Source: an optimization exercise on an open RTL-to-GDS flow (aim: small area and a short achievable clock period). Production flows keep margins and buffers that such runs may drop. At most, simulation tests tie the RTL to the original design; equivalence was not proved. No activity file was given, so power comes from the tool's default toggle rates.

Design fir_filter, start of the top module:
module fir_filter
(
	input  logic        clk,
	input  logic        arst_n,  
	input  logic [15:0] x,       
	output logic [15:0] y        
);
Size: about 340 flip-flops, roughly 0.024 sq mm of cells after synthesis.
export LEC_CHECK = 0
export CAP_MARGIN = 20
export CORE_MARGIN = 2
export CORE_UTILIZATION = 45
export CTS_CLUSTER_DIAMETER = 100
export CTS_CLUSTER_SIZE = 22
export PLACE_DENSITY = 0.65
export SLEW_MARGIN = 20
export SYNTH_HIERARCHICAL = 1
export SYNTH_MINIMUM_KEEP_SIZE = 0
create_clock -name core_clock -period 12.0 [get_ports {clk}]
standard.sh (not shown) runs the stock make flow with config.mk's settings and CLKGATE_MAP_FILE= SYNTH_SCRIPT=/design/flow/synth_recipe.tcl, a recipe that flattens the netlist after the stock synthesis.
==> flow/flow/run.sh <==
#!/bin/bash
# Layout flow: the standard flow (standard.sh), with faster port buffers.
# The flow's port buffering picks a slow delay-cell buffer for every port; here
# buffer_ports is told to use a plain buffer instead. Everything else is standard.
set -e
cp standard.sh standard_sh_copy.log
export BUFFER_PORTS_ARGS="-buffer_cell sky130_fd_sc_hd__buf_2"
bash standard.sh > standard_run.log 2>&1
The starting point completed without violations.
==> next run, changes <==
CORE_UTILIZATION = 40   (was 45)
CTS_CLUSTER_DIAMETER = 80   (was 100)
CTS_CLUSTER_SIZE = 24   (was 22)
PLACE_DENSITY = 0.6   (was 0.65)
Area after synthesis is unchanged.
Power increases by about 1.5%.
Routed wire length hardly moves.
Combinational power decreases by about 0.8%.
Sequential cell count does not change.
Global-route usage decreases by 2.4 points.
Non-clock buffer count increases by 1.

---

Setup of north:
Another version of the RTL of fir_filter (not shown whole).
Size in the first run: ~340 flip-flops, ~34 I/O pins.
// fir_filter
module fir_filter
(
	input  logic        clk,
	input  logic        arst_n,  
	input  logic [15:0] x,       
	output logic [15:0] y        
);
export LEC_CHECK = 0
export CAP_MARGIN = 50
export CORE_MARGIN = 2
export CORE_UTILIZATION = 40
export PLACE_DENSITY = 0.6
export SLEW_MARGIN = 80
export SYNTH_HIERARCHICAL = 1
export SYNTH_MINIMUM_KEEP_SIZE = 0
create_clock -name core_clock -period 12.0 [get_ports {clk}]
Scripts as last shown in full above: flow/flow/run.sh
diff inputs: north => south
Settings: swapping 50 for 20 in CAP_MARGIN; swapping 80 for 20 in SLEW_MARGIN.
Findings:
Of south and north, the run reporting the higher relative area change from synthesis to final layout was north. south against north: post-route core utilization lower; met2 routed wirelength lost 2.5%; insertion delay to the later sink of the worst-skew pair shows no meaningful change; final cell count went down. In south, the maximum frequency came out 2.9% above the value in north. Side by side, maximum number of pins on one net before global-route repair turned out higher in south than in north. south against north; total power is down slightly. The longest individual stage delay on the worst path number comes out higher for south vs north.
Here is what was changed in the inputs of east compared with south.
Settings: setting CTS_BUF_LIST to sky130_fd_sc_hd__clkbuf_4 sky130_fd_sc_hd__clkbuf_8 for the first time.
## What came out
- Internal cell power went down by a few percent going from south to east.
- Compared with south, east supports a lower clock frequency.
- Taking south as the reference point, the share of final-layout standard cells stronger than drive strength 1 of east rises by 2.0 points.
- Number of iterations in the first detailed-routing pass sits higher in east than in south.
- Against south as the reference, east delivers a higher detailed route wirelength on metal3.
No run of this note included a check of the RTL's function; only the layout flow was run.

---

fir_filter with an RTL version that a note above also has.
Size in the first run: ~1600 cells after synthesis, about 340 flip-flops.
Settings: LEC_CHECK=0, CAP_MARGIN=20, CORE_MARGIN=2, CORE_UTILIZATION=40, PLACE_DENSITY=0.6, SLEW_MARGIN=20, SYNTH_HIERARCHICAL=1, SYNTH_MINIMUM_KEEP_SIZE=0; clock period 12.0 ns.
Scripts as last shown in full above: flow/flow/run.sh
==> next run, changes <==
Settings changed: CTS_CLUSTER_DIAMETER from default to 100, CTS_CLUSTER_SIZE from default to 22.
=> Setup slack gains 27 ps. Power went down by 6.5%. Final area went down by about 3%. Routed wire length went down by about 1.6%. Combinational power barely changes. Global-route usage went down by 0.38 points.

## separate check: timing with driven ports
The flow's constraints put no driver on any port. The routed layouts listed below were extracted and timed again, unchanged, in two steps.
Step 1 (the two cells are an assumption about what drives the block):
set clk [get_ports {clk}]
set_driving_cell -lib_cell sky130_fd_sc_hd__clkbuf_16 $clk
set_driving_cell -lib_cell sky130_fd_sc_hd__buf_2 [delete_from_list [all_inputs] $clk]
Step 2 times the ports against the registers' clock, not the clock port: input delays grow and output delays shrink by t, the midpoint of the rising clock arrivals with the driver on.
a / b / c = no drivers / after step 1 / after step 2; a / b = the first two.
run	t (ns)	slack for setup (ns)	clock arrival spread, ns	worst register clock-pin slew, ns
the first run of note 1	0.595	7.909 / 7.909 / 7.475	0.015 / 0.016	0.10 / 0.10
the second run of note 1	0.614	7.996 / 7.996 / 7.563	0.048 / 0.048	0.10 / 0.10
north	0.606	7.389 / 7.389 / 7.389	0.021 / 0.022	0.06 / 0.06
south	0.601	7.517 / 7.517 / 7.295	0.014 / 0.015	0.06 / 0.06
east	0.694	7.436 / 7.436 / 7.436	0.059 / 0.059	0.07 / 0.07
the first run of note 3	0.605	7.991 / 7.991 / 7.571	0.018 / 0.019	0.06 / 0.06
the second run of note 3	0.593	8.019 / 8.019 / 7.566	0.026 / 0.025	0.10 / 0.10
After both steps every run listed still meets setup and hold. The setup slack of the second run of note 3, which loses most, moves by 0.000 ns with the drivers and by -0.453 ns with both steps. The worst setup slack also covers recovery checks on asynchronous resets.
